Context: an optimization exercise on an open-source flow, tuned for small area. The choices shown serve that exercise and are no tape-out recipe. At most, simulation tests tie the RTL to the original design; equivalence was not proved. Power is estimated from default activity; no workload was simulated.

## P
## rv_comb_core
module rv_comb_core (
	input  logic        clk,
	input  logic        arst_n,
	output logic [31:0] insn_addr,
	input  logic [31:0] insn,
	input  logic        insn_valid,
	output logic        insn_complete,
	output logic        trap,
	output logic [4:0]  rs1_addr,
	output logic [4:0]  rs2_addr,
	output logic [4:0]  rd_addr,
	output logic        rs1_request,
	output logic        rs2_request,
	output logic        rd_request,
	input  logic [31:0] rs1_rdata,
	input  logic [31:0] rs2_rdata,
	output logic [31:0] rd_wdata,
	input  logic        rs1_ready,
	input  logic        rs2_ready,
	input  logic        rd_ready,
	output logic        mem_valid,
	input  logic        mem_ready,
	output logic [31:0] mem_addr,
	output logic [31:0] mem_wdata,
	output logic [3:0]  mem_wstrb,
	output logic [3:0]  mem_rmask,
	input  logic [31:0] mem_rdata
);
Settings: LEC_CHECK=0, CAP_MARGIN=20, CORE_MARGIN=2, CORE_UTILIZATION=40, SETUP_SLACK_MARGIN=0.05, SLEW_MARGIN=20; clock period 13.0 ns.
standard.sh (not shown) runs the stock make flow with config.mk's settings and CLKGATE_MAP_FILE= SYNTH_SCRIPT=/design/flow/synth_recipe.tcl, a recipe that flattens the netlist after the stock synthesis.
==> flow/flow/run.sh <==
#!/bin/bash
# Own layout flow: the standard flow, with these changes:
#  - synthesis maps with our own ABC script (flow/area.abc: area recovery under a delay target)
#    instead of ORFS's speed script, and leaves full/half adders to ABC rather than extracting
#    them first; everything else in synthesis is the standard script;
#  - ports are buffered with the smallest buffer (buf_1) instead of the default choice;
#  - the clock tree uses small clock buffers and no dummy loads.
set -euo pipefail
W=$PWD
# Synthesis script: synth_recipe.tcl with the abc command given our own ABC script
{
  head -n 1 synth_recipe.tcl
  cat <<EOT
proc extract_fa {args} {}
proc abc {args} {
  set i [lsearch -exact \$args -script]
  if {\$i >= 0} { set args [lreplace \$args \$i [expr {\$i + 1}]] }
  set j [lsearch -exact \$args -D]
  if {\$j >= 0} { set args [lreplace \$args \$j [expr {\$j + 1}]] }
  yosys abc -script $W/flow/area.abc {*}\$args
}
EOT
  tail -n +2 synth_recipe.tcl
} > own_synth.tcl
sed "s#SYNTH_SCRIPT=[^ ]*#SYNTH_SCRIPT=$W/own_synth.tcl#" standard.sh > own_standard.sh
export BUFFER_PORTS_ARGS="-buffer_cell sky130_fd_sc_hd__buf_1"
# Clock tree: the design has 31 flip-flops, so small clock buffers and no dummy loads
export CTS_ARGS="-sink_clustering_enable -repair_clock_nets -buf_list {sky130_fd_sc_hd__clkbuf_4 sky130_fd_sc_hd__clkbuf_8} -dont_use_dummy_load"
bash own_standard.sh > own_flow.log 2>&1
==> flow/flow/area.abc <==
strash
balance
rewrite
refactor
balance
rewrite
rewrite -z
balance
refactor -z
rewrite -z
balance
dc2
balance
rewrite
refactor
balance
rewrite
rewrite -z
balance
refactor -z
rewrite -z
balance
dch -f
amap
topo
P closes out successfully: all stages finished, all timing, DRC and antenna checks passed.
Here is what was changed in the inputs of Q compared with P.
- SETUP_SLACK_MARGIN now -0.1, was 0.05
-- flow/flow/run.sh --
<<< P, line 1
#!/bin/bash
# Own layout flow: the standard flow, with these changes:
#  - synthesis maps with our own ABC script (flow/area.abc: area recovery under a delay target)
#    instead of ORFS's speed script, and leaves full/half adders to ABC rather than extracting
#    them first; everything else in synthesis is the standard script;
>>> Q, line 1
#!/bin/bash
# Own layout flow: the standard flow, with these changes:
#  - synthesis maps with our own area-oriented ABC script (flow/area.abc)
#    instead of ORFS's speed script, and leaves full/half adders to ABC rather than extracting
#    them first; everything else in synthesis is the standard script;
## What came out
- Looking at the reports, Q completed the entire flow and the layout it produced met the timing, design-rule and antenna checks.
- Status: chip width parity (Q, P)
- On cell count, P tracks Q almost exactly.
- On slew of the pin with the lowest slew margin, P and Q are basically level.
- Comparing Q with P, the number of global-route vias before repair came out essentially unchanged.
- The global-route usage on P is in line with that on Q.
- | sequential share of layout area | Q vs P | ≈ equal |
- As far as global-route wire length before repair is concerned, Q and P perform about the same.
- Q vs. P: post-route minimum period now larger; logic depth of the worst path, buffers included now smaller.

---

rv_comb_core, a different RTL version from the one above (not shown whole).
Size in the first run: about 31 flip-flops, about 8200 um^2 of cells after synthesis.
==> flow/config.mk <==
export PLATFORM = sky130hd
export DESIGN_NAME = rv_comb_core
export DESIGN_NICKNAME = rv_comb_core
export VERILOG_FILES = /design/flow/design.v
export SDC_FILE = /design/flow/constraint.sdc
export NUM_CORES = 4
export LEC_CHECK = 0
export CAP_MARGIN = 20
export CORE_MARGIN = 2
export CORE_UTILIZATION = 40
export SETUP_SLACK_MARGIN = 0.1
export SLEW_MARGIN = 20
==> flow/constraint.sdc <==
create_clock -name core_clock -period 13.0 [get_ports {clk}]
set_input_delay 2.6000 -clock core_clock [delete_from_list [all_inputs] [get_ports {clk}]]
set_output_delay 2.6000 -clock core_clock [all_outputs]
set_load 0.01 [all_outputs]
==> flow/flow/run.sh <==
#!/bin/bash
# Own layout flow: the standard flow, with two changes:
#  - synthesis maps with our own ABC script (flow/area.abc: area recovery under a delay target)
#    instead of ORFS's speed script, and leaves full/half adders to ABC rather than extracting
#    them first; everything else in synthesis is the standard script;
#  - ports are buffered with the smallest buffer (buf_1) instead of the default choice;
#  - the clock tree uses small clock buffers and no dummy loads;
#  - after global routing, gates with timing slack to spare are downsized.
set -euo pipefail
W=$PWD
# Synthesis script: synth_recipe.tcl with the abc command given our own ABC script
{
  head -n 1 synth_recipe.tcl
  cat <<EOT
proc extract_fa {args} {}
proc abc {args} {
  set i [lsearch -exact \$args -script]
  if {\$i >= 0} { set args [lreplace \$args \$i [expr {\$i + 1}]] }
  set j [lsearch -exact \$args -D]
  if {\$j >= 0} { set args [lreplace \$args \$j [expr {\$j + 1}]] }
  yosys abc -script $W/flow/area.abc {*}\$args
}
EOT
  tail -n +2 synth_recipe.tcl
} > own_synth.tcl
sed "s#SYNTH_SCRIPT=[^ ]*#SYNTH_SCRIPT=$W/own_synth.tcl#" standard.sh > own_standard.sh
export BUFFER_PORTS_ARGS="-buffer_cell sky130_fd_sc_hd__buf_1"
# Clock tree: the design has 31 flip-flops, so small clock buffers and no dummy loads
# After global routing, downsize gates off the critical paths (repair_timing -recover_power)
export RECOVER_POWER=100
export CTS_ARGS="-sink_clustering_enable -repair_clock_nets -buf_list {sky130_fd_sc_hd__clkbuf_4 sky130_fd_sc_hd__clkbuf_8} -dont_use_dummy_load"
bash own_standard.sh > own_flow.log 2>&1
==> flow/flow/area.abc <==
strash
dc2
balance
 rewrite
 refactor
 balance
 rewrite
 rewrite -z
 balance
 refactor -z
 rewrite -z
 balance
dch -f
amap
topo
The starting point finished but failed the layout checks on capacitance limit, slew limit.
Change:
==> flow/flow/run.sh (replaced) <==
#!/bin/bash
# Own layout flow: the standard flow, with two changes:
#  - synthesis maps with our own ABC script (flow/area.abc: area recovery under a delay target)
#    instead of ORFS's speed script, and leaves full/half adders to ABC rather than extracting
#    them first; everything else in synthesis is the standard script;
#  - ports are buffered with the smallest buffer (buf_1) instead of the default choice.
set -euo pipefail
W=$PWD
# Synthesis script: synth_recipe.tcl with the abc command given our own ABC script
{
  head -n 1 synth_recipe.tcl
  cat <<EOT
proc extract_fa {args} {}
proc abc {args} {
  set i [lsearch -exact \$args -script]
  if {\$i >= 0} { set args [lreplace \$args \$i [expr {\$i + 1}]] }
  set j [lsearch -exact \$args -D]
  if {\$j >= 0} { set args [lreplace \$args \$j [expr {\$j + 1}]] }
  yosys abc -script $W/flow/area.abc {*}\$args
}
EOT
  tail -n +2 synth_recipe.tcl
} > own_synth.tcl
sed "s#SYNTH_SCRIPT=[^ ]*#SYNTH_SCRIPT=$W/own_synth.tcl#" standard.sh > own_standard.sh
export BUFFER_PORTS_ARGS="-buffer_cell sky130_fd_sc_hd__buf_1"
bash own_standard.sh > own_flow.log 2>&1
Result: The new run passed the timing, design-rule and antenna checks; synthesized cell count is unchanged; hold slack gets worse by 0.0051 ns; via count is higher by 0.55%; global-route usage is about the same; utilization rose by 0.73 points; sequential power barely changes; register-to-register slack gains 1.0 ns; area after synthesis stays the same; cell area climbs by 1.4%.

---

RTL: one of the versions met above, not the one the previous note started from.
For scale: ~1,300 cells after synthesis, ~31 flip-flops, about 7700 um2 of cells after synthesis.
==> flow/config.mk <==
export PLATFORM = sky130hd
export DESIGN_NAME = rv_comb_core
export DESIGN_NICKNAME = rv_comb_core
export VERILOG_FILES = /design/flow/design.v
export SDC_FILE = /design/flow/constraint.sdc
export NUM_CORES = 4
export LEC_CHECK = 0
export CAP_MARGIN = 20
export CORE_MARGIN = 2
export CORE_UTILIZATION = 40
export SETUP_SLACK_MARGIN = -0.1
export SLEW_MARGIN = 20
==> flow/constraint.sdc <==
create_clock -name core_clock -period 13.0 [get_ports {clk}]
set_input_delay 2.6000 -clock core_clock [delete_from_list [all_inputs] [get_ports {clk}]]
set_output_delay 2.6000 -clock core_clock [all_outputs]
set_load 0.01 [all_outputs]
==> flow/flow/run.sh <==
#!/bin/bash
# Own layout flow: the standard flow, with these changes:
#  - synthesis maps with our own area-oriented ABC script (flow/area.abc)
#    instead of ORFS's speed script, and leaves full/half adders to ABC rather than extracting
#    them first; everything else in synthesis is the standard script;
#  - ports are buffered with the smallest buffer (buf_1) instead of the default choice;
#  - the clock tree uses small clock buffers and no dummy loads;
#  - timing is repaired after global routing only, not also after clock tree synthesis.
set -euo pipefail
W=$PWD
# Synthesis script: synth_recipe.tcl with the abc command given our own ABC script
{
  head -n 1 synth_recipe.tcl
  cat <<EOT
proc extract_fa {args} {}
proc abc {args} {
  set i [lsearch -exact \$args -script]
  if {\$i >= 0} { set args [lreplace \$args \$i [expr {\$i + 1}]] }
  set j [lsearch -exact \$args -D]
  if {\$j >= 0} { set args [lreplace \$args \$j [expr {\$j + 1}]] }
  yosys abc -script $W/flow/area.abc {*}\$args
}
EOT
  tail -n +2 synth_recipe.tcl
} > own_synth.tcl
sed "s#SYNTH_SCRIPT=[^ ]*#SYNTH_SCRIPT=$W/own_synth.tcl#" standard.sh > own_standard.sh
export BUFFER_PORTS_ARGS="-buffer_cell sky130_fd_sc_hd__buf_1"
# Clock tree: the design has 31 flip-flops, so small clock buffers and no dummy loads
export CTS_ARGS="-sink_clustering_enable -repair_clock_nets -buf_list {sky130_fd_sc_hd__clkbuf_4 sky130_fd_sc_hd__clkbuf_8} -dont_use_dummy_load"
# No timing repair right after clock tree synthesis: the repair after global routing,
# with better parasitics, does it
export SKIP_CTS_REPAIR_TIMING=1
bash own_standard.sh > own_flow.log 2>&1
==> flow/flow/area.abc <==
strash
balance
rewrite
refactor
balance
rewrite
rewrite -z
balance
refactor -z
rewrite -z
balance
balance
rewrite
refactor
balance
rewrite
rewrite -z
balance
refactor -z
rewrite -z
balance
balance
rewrite
refactor
balance
rewrite
rewrite -z
balance
refactor -z
rewrite -z
balance
dch -f
amap
topo
Edit:
--- a/flow/flow/run.sh
+++ b/flow/flow/run.sh
@@ -3 +3 @@
-#  - synthesis maps with our own area-oriented ABC script (flow/area.abc)
+#  - synthesis maps with our own ABC script (flow/area.abc: area recovery under a delay target)
--- a/flow/flow/area.abc
+++ b/flow/flow/area.abc
@@ -12,10 +12 @@
-balance
-rewrite
-refactor
-balance
-rewrite
-rewrite -z
-balance
-refactor -z
-rewrite -z
-balance
+dc2
SETUP_SLACK_MARGIN = 0.0   (was -0.1)
Effect: Wire length decreases slightly. Cell count came out higher slightly. Clock power goes down by a few percent. Register-to-register slack gets better by 170 ps. Combinational power rises slightly. Die area is about the same. Fmax climbs slightly. Final area is unchanged. Clock skew fell by 4.3 ps. Critical path depth climbs by 3. Synthesized area hardly moves.
Edit:
--- a/flow/flow/run.sh
+++ b/flow/flow/run.sh
@@ -7,2 +7 @@
-#  - the clock tree uses small clock buffers and no dummy loads;
-#  - timing is repaired after global routing only, not also after clock tree synthesis.
+#  - the clock tree uses small clock buffers and no dummy loads.
@@ -30,3 +28,0 @@
-# No timing repair right after clock tree synthesis: the repair after global routing,
-# with better parasitics, does it
-export SKIP_CTS_REPAIR_TIMING=1
SETUP_SLACK_MARGIN = -0.1   (was 0.0)
After rerunning: Fmax is lower by 1.2%; register-to-register slack gets worse by 190 ps; via count is lower by about 0.44%; hold slack gets better by 6.2 ps; global-route usage is unchanged; non-clock buffer count is lower by 1; final area stays flat; clock skew hardly moves; cell count stays flat; synthesized cell count is unchanged; power hardly moves.

---

The RTL this note starts from:
==> flow/design.v <==
`timescale 1ns/1ps
module rv_comb_core (
	input  logic        clk,
	input  logic        arst_n,
	output logic [31:0] insn_addr,
	input  logic [31:0] insn,
	input  logic        insn_valid,
	output logic        insn_complete,
	output logic        trap,
	output logic [4:0]  rs1_addr,
	output logic [4:0]  rs2_addr,
	output logic [4:0]  rd_addr,
	output logic        rs1_request,
	output logic        rs2_request,
	output logic        rd_request,
	input  logic [31:0] rs1_rdata,
	input  logic [31:0] rs2_rdata,
	output logic [31:0] rd_wdata,
	input  logic        rs1_ready,
	input  logic        rs2_ready,
	input  logic        rd_ready,
	output logic        mem_valid,
	input  logic        mem_ready,
	output logic [31:0] mem_addr,
	output logic [31:0] mem_wdata,
	output logic [3:0]  mem_wstrb,
	output logic [3:0]  mem_rmask,
	input  logic [31:0] mem_rdata
);
	logic [31:1] pc;
	logic [31:0] pc_full;
	assign pc_full = {pc, 1'b0};
	assign insn_addr = pc_full;
	logic [4:0] o;
	logic [2:0] f3;
	logic [6:0] f7;
	assign o  = insn[6:2];
	assign f3 = insn[14:12];
	assign f7 = insn[31:25];
	logic op_lui, op_auipc, op_jal, op_jalr, op_branch, op_load, op_store, op_imm, op_reg;
	assign op_lui    = (o == 5'b01101);
	assign op_auipc  = (o == 5'b00101);
	assign op_jal    = (o == 5'b11011);
	assign op_jalr   = (o == 5'b11001);
	assign op_branch = (o == 5'b11000);
	assign op_load   = (o == 5'b00000);
	assign op_store  = (o == 5'b01000);
	assign op_imm    = (o == 5'b00100);
	assign op_reg    = (o == 5'b01100);
	logic legal;
	always_comb begin
		legal = 1'b0;
		if (insn[1:0] == 2'b11) begin
			if (op_lui || op_auipc || op_jal) legal = 1'b1;
			if (op_jalr && f3 == 3'b000) legal = 1'b1;
			if (op_branch && f3[2:1] != 2'b01) legal = 1'b1;
			if (op_load && f3[1:0] != 2'b11 && f3 != 3'b110) legal = 1'b1;
			if (op_store && !f3[2] && f3[1:0] != 2'b11) legal = 1'b1;
			if (op_imm && (f3[1:0] != 2'b01 || f7 == 7'b0000000 || (f3[2] && f7 == 7'b0100000))) legal = 1'b1;
			if (op_reg && (f7 == 7'b0000000 || (f7 == 7'b0100000 && (f3 == 3'b000 || f3 == 3'b101)))) legal = 1'b1;
		end
	end
	logic v;
	assign v = insn_valid && legal;
	assign trap = insn_valid && !legal;
	logic use_rs1, use_rs2, use_rd;
	assign use_rs1 = op_jalr || op_branch || op_load || op_store || op_imm || op_reg;
	assign use_rs2 = op_branch || op_store || op_reg;
	assign use_rd  = op_lui || op_auipc || op_jal || op_jalr || op_load || op_imm || op_reg;
	logic nz1, nz2, nzd;
	assign nz1 = |insn[19:15];
	assign nz2 = |insn[24:20];
	assign nzd = |insn[11:7];
	assign rs1_addr = insn[19:15];
	assign rs2_addr = insn[24:20];
	assign rd_addr  = insn[11:7];
	assign rs1_request = v && use_rs1 && nz1;
	assign rs2_request = v && use_rs2 && nz2;
	assign rd_request  = v && use_rd && nzd;
	assign mem_valid   = v && (op_load || op_store);
	assign insn_complete = insn_valid &&
		(!rs1_request || rs1_ready) && (!rs2_request || rs2_ready) &&
		(!rd_request || rd_ready) && (!mem_valid || mem_ready);
	logic d_lui, d_auipc, d_jal, d_jalr, d_branch, d_load, d_alu, d_reg, d_store;
	assign d_lui    = o[3] & o[2] & o[0];
	assign d_auipc  = ~o[3] & o[2] & o[0];
	assign d_jal    = o[1];
	assign d_jalr   = o[4] & o[0] & ~o[1];
	assign d_branch = o[4] & ~o[0];
	assign d_load   = ~o[4] & ~o[3] & ~o[2];
	assign d_store  = ~o[4] & o[3] & ~o[2];
	assign d_alu    = o[2] & ~o[0];
	assign d_reg    = o[3] & o[2] & ~o[0];
	logic a_rs1, a_rev, a_pc, sleft;
	assign sleft = d_alu & (f3 == 3'b001);
	assign a_rs1 = nz1 & (~o[0] | d_jalr) & ~sleft;
	assign a_rev = nz1 & sleft;
	assign a_pc  = o[0] & ~(o[3] & o[2]) & ~d_jalr;
	logic [31:0] a;
	genvar i;
	generate
		for (i = 0; i < 32; i = i + 1) begin : g_opa
			assign a[i] = (rs1_rdata[i] & a_rs1) | (rs1_rdata[31-i] & a_rev) | (pc_full[i] & a_pc);
		end
	endgenerate
	logic [31:0] r2;
	assign r2 = rs2_rdata & {32{nz2}};
	logic imm_u, imm_j, imm_uj;
	assign imm_u  = o[2] & o[0];
	assign imm_j  = o[1];
	assign imm_uj = imm_u | imm_j;
	logic [31:0] imm_a;
	assign imm_a[0]     = imm_uj ? 1'b0 : d_store ? insn[7] : insn[20];
	assign imm_a[4:1]   = imm_u ? 4'b0 : d_store ? insn[11:8] : insn[24:21];
	assign imm_a[10:5]  = imm_u ? 6'b0 : insn[30:25];
	assign imm_a[11]    = imm_u ? 1'b0 : imm_j ? insn[20] : insn[31];
	assign imm_a[19:12] = imm_uj ? insn[19:12] : {8{insn[31]}};
	assign imm_a[31:20] = imm_u ? insn[31:20] : {12{insn[31]}};
	logic b_reg;
	assign b_reg = d_reg | d_branch;
	logic [31:0] b;
	assign b = b_reg ? r2 : imm_a;
	logic sub;
	assign sub = d_branch | (d_alu & ((f3[2:1] == 2'b01) | (d_reg & (f3 == 3'b000) & insn[30])));
	logic [31:0] bb, p, g, sum;
	logic [32:0] c;
	assign bb = b ^ {32{sub}};
	assign p  = a ^ bb;
	assign g  = a & bb;
	logic [7:0] gg, gp;
	assign c[0] = sub;
	generate
		for (i = 0; i < 8; i = i + 1) begin : g_grp
			assign gg[i] = g[4*i+3] | (p[4*i+3] & g[4*i+2]) | (p[4*i+3] & p[4*i+2] & g[4*i+1]) |
				(p[4*i+3] & p[4*i+2] & p[4*i+1] & g[4*i]);
			assign gp[i] = &p[4*i+3:4*i];
			assign c[4*i+1] = g[4*i] | (p[4*i] & c[4*i]);
			assign c[4*i+2] = g[4*i+1] | (p[4*i+1] & c[4*i+1]);
			assign c[4*i+3] = g[4*i+2] | (p[4*i+2] & c[4*i+2]);
			assign c[4*i+4] = gg[i] | (gp[i] & c[4*i]);
		end
	endgenerate
	assign sum = p ^ c[31:0];
	logic ltu, lt, eq, lts, taken;
	assign ltu = ~c[32];
	assign lt  = ltu ^ a[31] ^ b[31];
	assign eq  = &p;
	assign lts = (d_branch ? f3[1] : f3[0]) ? ltu : lt;
	assign taken = ((f3[2] ? lts : eq)) ^ f3[0];
	logic [4:0]  shamt;
	logic        sfill;
	logic [31:0] s0, s1, s2, s3, s4, shl;
	assign shamt = b[4:0];
	assign sfill = insn[30] & a[31] & f3[2];
	generate
		for (i = 0; i < 32; i = i + 1) begin : g_rev
			assign shl[i] = s4[31-i];
		end
	endgenerate
	assign s0 = shamt[0] ? {sfill, a[31:1]} : a;
	assign s1 = shamt[1] ? {{2{sfill}}, s0[31:2]} : s0;
	assign s2 = shamt[2] ? {{4{sfill}}, s1[31:4]} : s1;
	assign s3 = shamt[3] ? {{8{sfill}}, s2[31:8]} : s2;
	assign s4 = shamt[4] ? {{16{sfill}}, s3[31:16]} : s3;
	logic [31:0] imm_p;
	assign imm_p[4:2]   = d_branch ? insn[11:9] : 3'b001;
	assign imm_p[0]     = 1'b0;
	assign imm_p[1]     = d_branch & insn[8];
	assign imm_p[10:5]  = insn[30:25] & {6{d_branch}};
	assign imm_p[11]    = d_branch & insn[7];
	assign imm_p[31:12] = {20{d_branch & insn[31]}};
	logic [31:0] pt;
	logic [32:1] pc_c;
	assign pt[0] = 1'b0;
	assign pc_c[1] = 1'b0;
	generate
		for (i = 1; i < 32; i = i + 1) begin : g_pca
			assign pt[i] = pc_full[i] ^ imm_p[i] ^ pc_c[i];
			assign pc_c[i+1] = (pc_full[i] & imm_p[i]) | ((pc_full[i] ^ imm_p[i]) & pc_c[i]);
		end
	endgenerate
	logic        en;
	logic [31:1] inc;
	logic [32:2] ic;
	assign en = insn_complete && !trap;
	assign inc[1] = pc[1];
	assign ic[2] = en;
	generate
		for (i = 2; i < 32; i = i + 1) begin : g_inc
			assign inc[i] = pc[i] ^ ic[i];
			assign ic[i+1] = pc[i] & ic[i];
		end
	endgenerate
	logic [31:0] ld;
	logic        lsign;
	assign lsign = ~f3[2] & (f3[0] ? mem_rdata[15] : mem_rdata[7]);
	assign ld[7:0]   = mem_rdata[7:0];
	assign ld[15:8]  = (f3[1:0] == 2'b00) ? {8{lsign}} : mem_rdata[15:8];
	assign ld[31:16] = f3[1] ? mem_rdata[31:16] : {16{lsign}};
	always_comb begin
		if (d_load) rd_wdata = ld;
		else if (d_jal | d_jalr) rd_wdata = pt;
		else if (o[0]) rd_wdata = sum;  
		else begin
			case (f3)
				3'b000:  rd_wdata = sum;
				3'b001:  rd_wdata = shl;
				3'b010, 3'b011: rd_wdata = {31'b0, lts};
				3'b100:  rd_wdata = p;
				3'b101:  rd_wdata = s4;
				3'b110:  rd_wdata = p | g;
				default: rd_wdata = g;
			endcase
		end
	end
	logic [3:0] msk;
	assign msk = {f3[1], f3[1], f3[1] | f3[0], 1'b1};
	assign mem_addr  = sum;
	assign mem_wdata = r2;
	assign mem_wstrb = d_store ? msk : 4'b0;
	assign mem_rmask = d_store ? 4'b0 : msk;
	logic [31:1] pc_d;
	always_comb begin
		if (en & (d_jal | d_jalr)) pc_d = sum[31:1];
		else if (en & d_branch & taken) pc_d = pt[31:1];
		else pc_d = inc;
	end
	always_ff @(posedge clk or negedge arst_n) begin
		if (!arst_n) pc <= 31'b0;
		else pc <= pc_d;
	end
endmodule
Settings: LEC_CHECK=0, CAP_MARGIN=20, CORE_MARGIN=2, CORE_UTILIZATION=40, GPL_TIMING_DRIVEN=0, SETUP_SLACK_MARGIN=0.1, SLEW_MARGIN=20; clock period 13.0 ns.
==> flow/flow/run.sh <==
#!/bin/bash
# Own layout flow: the standard flow, with two changes:
#  - synthesis maps with our own ABC script (flow/area.abc: area recovery under a delay target)
#    instead of ORFS's speed script, and leaves full/half adders to ABC rather than extracting
#    them first; everything else in synthesis is the standard script;
#  - ports are buffered with the smallest buffer (buf_1) instead of the default choice;
#  - the clock tree uses small clock buffers and no dummy loads.
set -euo pipefail
W=$PWD
# Synthesis script: synth_recipe.tcl with the abc command given our own ABC script
{
  head -n 1 synth_recipe.tcl
  cat <<EOT
proc extract_fa {args} {}
proc abc {args} {
  set i [lsearch -exact \$args -script]
  if {\$i >= 0} { set args [lreplace \$args \$i [expr {\$i + 1}]] }
  set j [lsearch -exact \$args -D]
  if {\$j >= 0} { set args [lreplace \$args \$j [expr {\$j + 1}]] }
  yosys abc -script $W/flow/area.abc {*}\$args
}
EOT
  tail -n +2 synth_recipe.tcl
} > own_synth.tcl
sed "s#SYNTH_SCRIPT=[^ ]*#SYNTH_SCRIPT=$W/own_synth.tcl#" standard.sh > own_standard.sh
export BUFFER_PORTS_ARGS="-buffer_cell sky130_fd_sc_hd__buf_1"
# Clock tree: the design has 31 flip-flops, so small clock buffers and no dummy loads
export CTS_ARGS="-sink_clustering_enable -repair_clock_nets -buf_list {sky130_fd_sc_hd__clkbuf_4 sky130_fd_sc_hd__clkbuf_8} -dont_use_dummy_load"
bash own_standard.sh > own_flow.log 2>&1
==> flow/flow/area.abc <==
strash
dc2
balance
 rewrite
 refactor
 balance
 rewrite
 rewrite -z
 balance
 refactor -z
 rewrite -z
 balance
dch -f
amap
topo
Rerun with:
--- a/flow/flow/run.sh
+++ b/flow/flow/run.sh
@@ -6,2 +6 @@
-#  - ports are buffered with the smallest buffer (buf_1) instead of the default choice;
-#  - the clock tree uses small clock buffers and no dummy loads.
+#  - ports are buffered with the smallest buffer (buf_1) instead of the default choice.
@@ -27,2 +25,0 @@
-# Clock tree: the design has 31 flip-flops, so small clock buffers and no dummy loads
-export CTS_ARGS="-sink_clustering_enable -repair_clock_nets -buf_list {sky130_fd_sc_hd__clkbuf_4 sky130_fd_sc_hd__clkbuf_8} -dont_use_dummy_load"
Settings changed: GPL_TIMING_DRIVEN 0 to not set.
After rerunning: Wire length goes down by 8.0%. Count of clock-buffer cells in the layout goes up by 1. Area after synthesis is unchanged. Flip-flop and latch count stays the same.
Function was not checked in any run of this note: the RTL went through the layout flow alone.

static timing again, ports no longer ideal:
No port has a modelled driver above. Below, the same layouts with a new extraction and two added sets of constraints.
Step 1 (the two cells are an assumption about what drives the block):
set clk [get_ports {clk}]
set_driving_cell -lib_cell sky130_fd_sc_hd__clkbuf_16 $clk
set_driving_cell -lib_cell sky130_fd_sc_hd__buf_2 [delete_from_list [all_inputs] $clk]
Step 2, shift: input delay + t, output delay - t, t = (earliest + latest rising clock arrival at the registers) / 2. This alone moves slack from input paths to output paths.
a / b / c = ideal ports / drivers / drivers and shift; a / b = the first two.
run	t (ns)	setup WS [ns]	worst setup path after step 2	worst slew at a driven data input, ns
P	0.356	0.743 / 0.710 / 0.710	input to output	0.07
Q	0.355	0.592 / 0.556 / 0.556	input to output	0.07
the first run of note 2	0.371	0.564 / 0.544 / 0.544	input to output	0.06
the second run of note 2	0.354	0.477 / 0.455 / 0.455	input to output	0.06
the first run of note 3	0.363	0.622 / 0.596 / 0.548	input to register	0.04
the second run of note 3	0.350	0.735 / 0.697 / 0.697	input to output	0.07
the third run of note 3	0.355	0.592 / 0.556 / 0.556	input to output	0.07
the first run of note 4	0.351	0.181 / 0.150 / 0.150	input to output	0.09
the second run of note 4	0.336	0.544 / 0.521 / 0.521	input to output	0.06
For the first run of note 3, which loses most, drivers alone change the setup slack by -0.026 ns; drivers and shift together by -0.074 ns.
